Context: an optimization exercise on an open-source flow, tuned for small area. The choices shown serve that exercise and are no tape-out recipe.
Only simulation tests tie the RTL to the original design; equivalence was not proved.

## run A
// riscvTop
module riscvTop (
    input  logic        clk,
    input  logic        rst,
    input  logic [31:0] mem_rdata,
    input  logic        mem_ready,
    output logic [14:0] mem_addr,
    output logic [31:0] mem_wdata,
    output logic        mem_we,
    output logic        mem_strobe
);
For scale: roughly 440 cells after synthesis, ~83 flip-flops, roughly 84 I/O pins, ~3800 sq um of cells after synthesis.
==> flow/config.mk <==
export PLATFORM = sky130hd
export DESIGN_NAME = riscvTop
export DESIGN_NICKNAME = riscvTop
export VERILOG_FILES = /design/flow/design.v
export SDC_FILE = /design/flow/constraint.sdc
export NUM_CORES = 4
export LEC_CHECK = 0
export ABC_AREA = 1
export CAP_MARGIN = 0
export CORE_MARGIN = 2
export CORE_UTILIZATION = 40
export CTS_BUF_LIST = sky130_fd_sc_hd__clkbuf_8
export CTS_CLUSTER_SIZE = 30
export SLEW_MARGIN = 0
==> flow/constraint.sdc <==
create_clock -name core_clock -period 6.0 [get_ports {clk}]
set_input_delay 1.2000 -clock core_clock [delete_from_list [all_inputs] [get_ports {clk}]]
set_output_delay 1.2000 -clock core_clock [all_outputs]
set_load 0.01 [all_outputs]
standard.sh (not shown) runs the stock make flow with config.mk's settings and CLKGATE_MAP_FILE= SYNTH_SCRIPT=/design/flow/synth_recipe.tcl, a recipe that flattens the netlist after the stock synthesis.
==> flow/flow/run.sh <==
#!/bin/bash
# The standard layout (standard.sh), with two changes:
# - synthesis maps the logic with an area-oriented ABC script (flow/abc_area.script,
#   used through ABC_AREA=1 in config.mk); registers are mapped exactly as before;
# - every input and output port gets the smallest buffer, sky130_fd_sc_hd__buf_1.
set -euo pipefail
rm -rf myscripts
cp -r "$FLOW_HOME/scripts" myscripts
cp flow/abc_area.script myscripts/abc_area.script
export SCRIPTS_DIR="$PWD/myscripts"
export BUFFER_PORTS_ARGS="-buffer_cell sky130_fd_sc_hd__buf_1"
export CTS_ARGS="-sink_clustering_enable -repair_clock_nets -buf_list sky130_fd_sc_hd__clkbuf_8 -sink_clustering_size 30 -dont_use_dummy_load"
bash standard.sh > standard_flow.log 2>&1
==> flow/flow/abc_area.script <==
strash
&get -n
&st
&deepsyn -T 10
&put
dch -f
amap -F 10
topo
Input-level comparison between run B and run A:
diff --git a/flow/design.v b/flow/design.v
--- a/flow/design.v
+++ b/flow/design.v
@@ -25,17 +25,16 @@
     localparam logic [3:0] S_PCINC  = 4'b0101;   
     localparam logic [1:0] T_OP    = 2'd0;
     localparam logic [1:0] T_LOAD  = 2'd1;
     localparam logic [1:0] T_STORE = 2'd2;
     logic [3:0]  state;
     logic [14:0] pc;
     logic [31:0] w;
     logic [16:0] im;
-    logic [3:0]  idx;
     logic [2:0]  f3;
     logic [1:0]  typ;
     logic [4:0]  cnt;
     logic        c;
     logic isOp;
     logic isLoad;
     logic isStore;
     assign isOp = !typ[0] && !typ[1];
@@ -104,32 +103,32 @@
     end
     logic fill;
     assign fill = (isOp ? im[10] : !f3[2]) & w[31];
     logic keep;
     assign keep = f3[1] || (!cnt[4] && (f3[0] || !cnt[3]));
     logic [1:0] lane;
     logic [4:0] target;
     logic       hit;
-    logic       hit0;
+    logic       hitZ;
     assign lane = f3[1] ? 2'b00 : {im[1], im[0] & !f3[0]};
     assign target = isOp ? im[4:0] : {lane, 3'b000};
     assign hit = (cnt ^ {5{inSl}}) == target;
-    assign hit0 = cnt == 5'd0;
+    assign hitZ = cnt == {isStore & (lane[1] ^ lane[0]), isStore & lane[0], 3'b000};
     logic nb;
     always_comb begin
         if (inShr) nb = isOp ? fill : x;
         else if (inZ0) nb = isStore & x;
         else if (inP32) nb = isLoad ? (keep ? x : fill) : aluBit;
         else nb = x;
     end
     logic shW;
     logic setLt;
     logic [3:0] ldW;
-    assign shW = inAddr || (inShr && !hit) || (inZ0 && !hit0) || inP32 || inSl;
+    assign shW = inAddr || (inShr && !hit) || (inZ0 && !hitZ) || inP32 || inSl;
     assign setLt = cmp && last;
     always_comb begin
         ldW = 4'b0000;
         if (mem_ready) begin
             if ((inFetch && dLui) || inRs1 || inRdata) ldW = 4'b1111;
             if (inRs2) ldW = {f3[1], f3[1], f3[1] | f3[0], 1'b1};
         end
     end
@@ -141,17 +140,17 @@
     assign shData = {nb, w[31:2], setLt ? !cout : w[1]};
     assign ldMask = {{8{ldW[3]}}, {8{ldW[2]}}, {8{ldW[1]}}, {8{ldW[0]}}};
     assign holdW = !shW;
     assign mem_strobe = state[3];
     assign mem_we = inWrite;
     always_comb begin
         if (!state[2] && !state[1]) mem_addr = pc;
         else if (state[2] && !state[0]) mem_addr = im[16:2];
-        else mem_addr = {11'd0, idx};
+        else mem_addr = {11'd0, cnt[3:0]};
     end
     assign mem_wdata = w;
     always_ff @(posedge clk) begin
         w <= (ldMask & ldData) | ({32{shW}} & shData) | (~ldMask & {32{holdW}} & w);
     end
     logic        ldIm;
     logic        shIm;
     logic [16:0] imLoad;
@@ -171,37 +170,34 @@
         end
     end
     always_ff @(posedge clk) begin
         if (state[3]) begin
             if (mem_ready) c <= inRs1 ? (isOp && f3[2:1] == 2'b01) : 1'b1;
         end else if (inAddr || inP32) begin
             c <= cout;
         end else if (inZ0) begin
-            if (hit0) c <= 1'b1;
+            if (hitZ) c <= 1'b1;
         end else if (inPcInc) begin
             c <= pc[0] & c;
         end
     end
-    logic ldIdx1;
-    logic ldIdx2;
-    assign ldIdx1 = inFetch && mem_ready;
-    assign ldIdx2 = inFetch2 && mem_ready;
-    always_ff @(posedge clk) begin
-        idx <= ({4{ldIdx1}} & mem_rdata[18:15])
-             | ({4{ldIdx2 && isStore}} & mem_rdata[23:20])
-             | ({4{ldIdx2 && !isStore}} & mem_rdata[10:7])
-             | ({4{!ldIdx1 && !ldIdx2}} & idx);
-    end
-    logic cntClr;
-    logic cntInc;
-    assign cntClr = state[3] && !(isStore && (inFetch2 || inRs2));
+    logic       cntInc;
+    logic       cntLd;
+    logic [3:0] cntLdVal;
     assign cntInc = shW || inPcInc;
-    always_ff @(posedge clk) begin
-        if (cntClr) cnt <= 5'd0;
+    assign cntLd = mem_strobe && mem_ready;
+    always_comb begin
+        if (inFetch) cntLdVal = mem_rdata[18:15] & {4{dOp || dLoad || dStore}};
+        else if (inFetch2) cntLdVal = isStore ? mem_rdata[23:20] : mem_rdata[10:7];
+        else cntLdVal = 4'd0;
+    end
+    always_ff @(posedge clk) begin
+        if (cntLd) cnt <= {1'b0, cntLdVal};
+        else if (inShr && hit && isLoad) cnt <= 5'd0;
         else if (cntInc) cnt <= cnt + 5'd1;
     end
     always_ff @(posedge clk) begin
         if (rst) begin
             state <= S_FETCH;
             pc <= 15'h400;
         end else begin
             case (state)
@@ -231,36 +227,36 @@
                 end
                 S_ADDR: begin
                                         if (cnt[4]) state <= S_RDATA;
                 end
                 S_RDATA: begin
                     if (mem_ready) state <= S_SHR;
                 end
                 S_SHR: begin
-                    if (hit) state <= S_FETCH2;
+                    if (hit) state <= isLoad ? S_P32 : S_FETCH2;
                 end
                 S_FETCH2: begin
                     if (mem_ready) begin
-                        state <= isStore ? S_RS2 : isLoad ? S_P32 : S_WRR;
+                        state <= isStore ? S_RS2 : S_WRR;
                     end
                 end
                 S_RS2: begin
                     if (mem_ready) state <= S_Z0;
                 end
                 S_Z0: begin
-                    if (hit0) begin
+                    if (hitZ) begin
                                                 state <= isStore ? S_WRA : S_SL;
                     end
                 end
                 S_SL: begin
                     if (hit) state <= c ? S_FETCH2 : S_Z0;
                 end
                 S_P32: begin
-                                        if (last) state <= isLoad ? S_WRR : S_FETCH2;
+                                        if (last) state <= S_FETCH2;
                 end
                 S_WRA, S_WRR: begin
                     if (mem_ready) state <= S_PCINC;
                 end
                 S_PCINC: begin
                     pc <= {pc[0] ^ c, pc[14:1]};
                                         if (cnt[3:1] == 3'b111) state <= S_FETCH;
                 end
==> notes.md <==
Compared with run A, run B shows number of sequential storage elements that has gone down by a few percent.
Diff run A -> run B: area enclosed by the die boundary -1.2%; final period utilization +13 points; number of cells on the worst hold path ~0 delta.
Changes observed in run B relative to run A: number of instances in the synthesized netlist has increased; share of flip-flops with an asynchronous set or reset barely changed; number of ordinary and repair buffers in the finished layout has increased; clock skew dropped 13 ps.

-- afterwards: timing with drivers on the ports --
Ports are ideal in the flow. The routed layouts listed here were re-timed in OpenROAD.
Step 1, drivers: a clkbuf_16 drives clk and a buf_2 each remaining input, both assumed.
Step 2 adds t to the input delays and takes it off the output delays; t is the mean of the earliest and latest rising clock arrival at the registers after step 1. Input paths then give back, and output paths get back, about the clock's delay inside the block.
a / b / c = ideal / step 1 / step 2; a / b = the first two.
run	t (ns)	slack for setup (ns)	worst setup path at the end	worst register clock-pin slew, ns
run A	0.375	1.764 / 1.764 / 1.764	register to register	0.10 / 0.10
run B	0.376	0.995 / 0.995 / 0.995	register to register	0.08 / 0.08
After both steps every run listed still meets setup and hold.
